Background: an optimization exercise with open tools, aiming at small area and a short achievable clock period. Do not read the settings as production practice.
RTL that was checked went through simulation tests only; none was proved equivalent to the original.
Power and IR drop assume default switching activity.

Design bru_cluster, start of the top module:
module bru_cluster (
   input  logic                                                    clk,
   input  logic                                                    rst_n,
   input  logic [bru_pipe_pkg::num_lanes*bru_pipe_pkg::uop_w-1:0]     issue,
   output logic [bru_pipe_pkg::redirect_w-1:0]                        redirect,
   output logic [bru_pipe_pkg::num_lanes*bru_pipe_pkg::link_wb_w-1:0] link_wb
);
   logic                                   s_found;
   logic                                   s_link;
   logic                                   s_jr;
   logic [bru_pipe_pkg::lane_idx_w-1:0]    s_lane;
   logic [bru_pipe_pkg::xlen-1:0]          s_a;
   logic [bru_pipe_pkg::xlen-3:0]          s_pc;
   logic [bru_pipe_pkg::xlen-1:0]          s_offset;
   logic [bru_pipe_pkg::reg_idx_w-1:0]     s_rd;
   bru_issue_stage bru_issue_stage_i (
      .clk      (clk),
      .rst_n    (rst_n),
      .issue    (issue),
      .s_found  (s_found),
      .s_link   (s_link),
      .s_jr     (s_jr),
      .s_lane   (s_lane),
      .s_a      (s_a),
      .s_pc     (s_pc),
      .s_offset (s_offset),
      .s_rd     (s_rd)
   );
   bru_redirect_select bru_redirect_select_i (
      .clk      (clk),
      .rst_n    (rst_n),
      .s_found  (s_found),
      .s_link   (s_link),
      .s_jr     (s_jr),
      .s_lane   (s_lane),
      .s_a      (s_a),
      .s_pc     (s_pc),
      .s_offset (s_offset),
      .s_rd     (s_rd),
      .redirect (redirect),
      .link_wb  (link_wb)
   );
endmodule
Size in the first run: about 280 flip-flops, roughly 740 I/O pins, roughly 0.016 mm2 of cells after synthesis.
==> module bru_redirect_select, before the edit <==
module bru_redirect_select (
   input  logic                                                    clk,
   input  logic                                                    rst_n,
   input  logic                                                    s_found,
   input  logic                                                    s_link,
   input  logic                                                    s_jr,
   input  logic [bru_pipe_pkg::lane_idx_w-1:0]                     s_lane,
   input  logic [bru_pipe_pkg::xlen-1:0]                           s_a,
   input  logic [bru_pipe_pkg::xlen-3:0]                           s_pc,
   input  logic [bru_pipe_pkg::xlen-1:0]                           s_offset,
   input  logic [bru_pipe_pkg::reg_idx_w-1:0]                      s_rd,
   output logic [bru_pipe_pkg::redirect_w-1:0]                        redirect,
   output logic [bru_pipe_pkg::num_lanes*bru_pipe_pkg::link_wb_w-1:0] link_wb
);
   localparam int num_lanes = bru_pipe_pkg::num_lanes;
   localparam int xlen      = bru_pipe_pkg::xlen;
   localparam int link_wb_w = bru_pipe_pkg::link_wb_w;
   logic [xlen-1:0] base;
   logic [xlen-1:0] target;
   logic [xlen-3:0] link_pc;
   logic            red_en;
   logic            link_en;
   assign base    = s_jr ? s_a : {s_pc, 2'b00};
   assign target  = base + s_offset;
   assign link_pc = s_pc + (xlen-2)'(1);
   assign red_en  = rst_n & s_found;
   assign link_en = rst_n & s_link;
   always_ff @(posedge clk) begin
      redirect <= red_en ? {1'b1, s_lane, target} : '0;
      for (int i = 0; i < num_lanes; i++) begin
         link_wb[i*link_wb_w +: link_wb_w] <= (link_en && s_lane == i)
                                              ? {1'b1, s_rd, link_pc, 2'b00} : '0;
      end
   end
endmodule
export LEC_CHECK = 0
export ABC_AREA = 1
export CAP_MARGIN = 20
export CORE_AREA = 5 5 265 265
export DIE_AREA = 0 0 270 270
export SETUP_SLACK_MARGIN = 2.0
export SLEW_MARGIN = 20
create_clock -name core_clock -period 5.0 [get_ports {clk}]
standard.sh (not shown) runs the stock make flow with config.mk's settings and CLKGATE_MAP_FILE= SYNTH_SCRIPT=/design/flow/synth_recipe.tcl, a recipe that flattens the netlist after the stock synthesis.
==> flow/flow/run.sh <==
#!/bin/bash
# Standard layout, with the port buffers made from the smallest buffer cell
# instead of the resizer's default pick; every tool's output goes to a log here.
bash standard.sh 'BUFFER_PORTS_ARGS=-buffer_cell sky130_fd_sc_hd__buf_1' finish > standard_run.log 2>&1
The baseline completed with no timing, DRC or antenna violations.
Edit:
--- a/flow/design.v
+++ b/flow/design.v
@@ -203,14 +203,48 @@
    logic [xlen-1:0] base;
    logic [xlen-1:0] target;
    logic [xlen-3:0] link_pc;
    logic            red_en;
    logic            link_en;
    assign base    = s_jr ? s_a : {s_pc, 2'b00};
-   assign target  = base + s_offset;
-   assign link_pc = s_pc + (xlen-2)'(1);
+   logic [xlen-1:0] gen;
+   logic [xlen-1:0] prop;
+   logic [xlen-1:0] half;
+   always_comb begin
+      half = base ^ s_offset;
+      gen  = base & s_offset;
+      prop = half;
+      for (int l = 0; l < 5; l++) begin
+         for (int i = (2 << l) - 1; i < xlen; i += (2 << l)) begin
+            gen[i]  = gen[i] | (prop[i] & gen[i - (1 << l)]);
+            prop[i] = prop[i] & prop[i - (1 << l)];
+         end
+      end
+      for (int l = 3; l >= 0; l--) begin
+         for (int i = (3 << l) - 1; i < xlen; i += (2 << l)) begin
+            gen[i]  = gen[i] | (prop[i] & gen[i - (1 << l)]);
+            prop[i] = prop[i] & prop[i - (1 << l)];
+         end
+      end
+   end
+   assign target = half ^ {gen[xlen-2:0], 1'b0};
+   logic [xlen-3:0] all_set;
+   always_comb begin
+      all_set = s_pc;
+      for (int l = 0; l < 5; l++) begin
+         for (int i = (2 << l) - 1; i < xlen-2; i += (2 << l)) begin
+            all_set[i] = all_set[i] & all_set[i - (1 << l)];
+         end
+      end
+      for (int l = 3; l >= 0; l--) begin
+         for (int i = (3 << l) - 1; i < xlen-2; i += (2 << l)) begin
+            all_set[i] = all_set[i] & all_set[i - (1 << l)];
+         end
+      end
+   end
+   assign link_pc = s_pc ^ {all_set[xlen-4:0], 1'b1};
    assign red_en  = rst_n & s_found;
    assign link_en = rst_n & s_link;
    always_ff @(posedge clk) begin
       redirect <= red_en ? {1'b1, s_lane, target} : '0;
       for (int i = 0; i < num_lanes; i++) begin
          link_wb[i*link_wb_w +: link_wb_w] <= (link_en && s_lane == i)
=> The new run ran to the end with no violations. Cell area goes up by 1.9%. Sequential power rose by about 2%. Clock skew went up by 0.018 ns. Cell count drops by 3.4%. Via count falls by about 8%. Worst setup slack degrades by 0.34 ns. Count of clock-buffer cells in the layout is unchanged.
For the second run of this note, only the layout was checked, not whether the RTL still works.

==> what the ideal ports hide <==
No port has a modelled driver above. Below, the same layouts with a new extraction and two added sets of constraints.
Step 1 sets driving cells, clkbuf_16 on the clock port and buf_2 on the other inputs (assumed; they add their load-dependent delay and slew).
Step 2, shift: input delay + t, output delay - t, t = (earliest + latest rising clock arrival at the registers) / 2. This alone moves slack from input paths to output paths.
a / b / c = ideal / step 1 / step 2; a / b = the first two.
run | shift t [ns] | setup slack, ns | hold WS [ns] | clock arrival spread, ns | cell pins on the clock port's net
the first run | 0.639 | 2.035 / 2.049 / 1.423 | 0.502 / 0.502 / 0.502 | 0.012 / 0.011 | 1
the second run | 0.633 | 1.699 / 1.699 / 1.356 | 0.517 / 0.517 / 0.517 | 0.030 / 0.031 | 1
After both steps setup and hold are still met in every run listed. For the first run, which loses most, drivers alone change the setup slack by +0.014 ns; drivers and shift together by -0.612 ns.
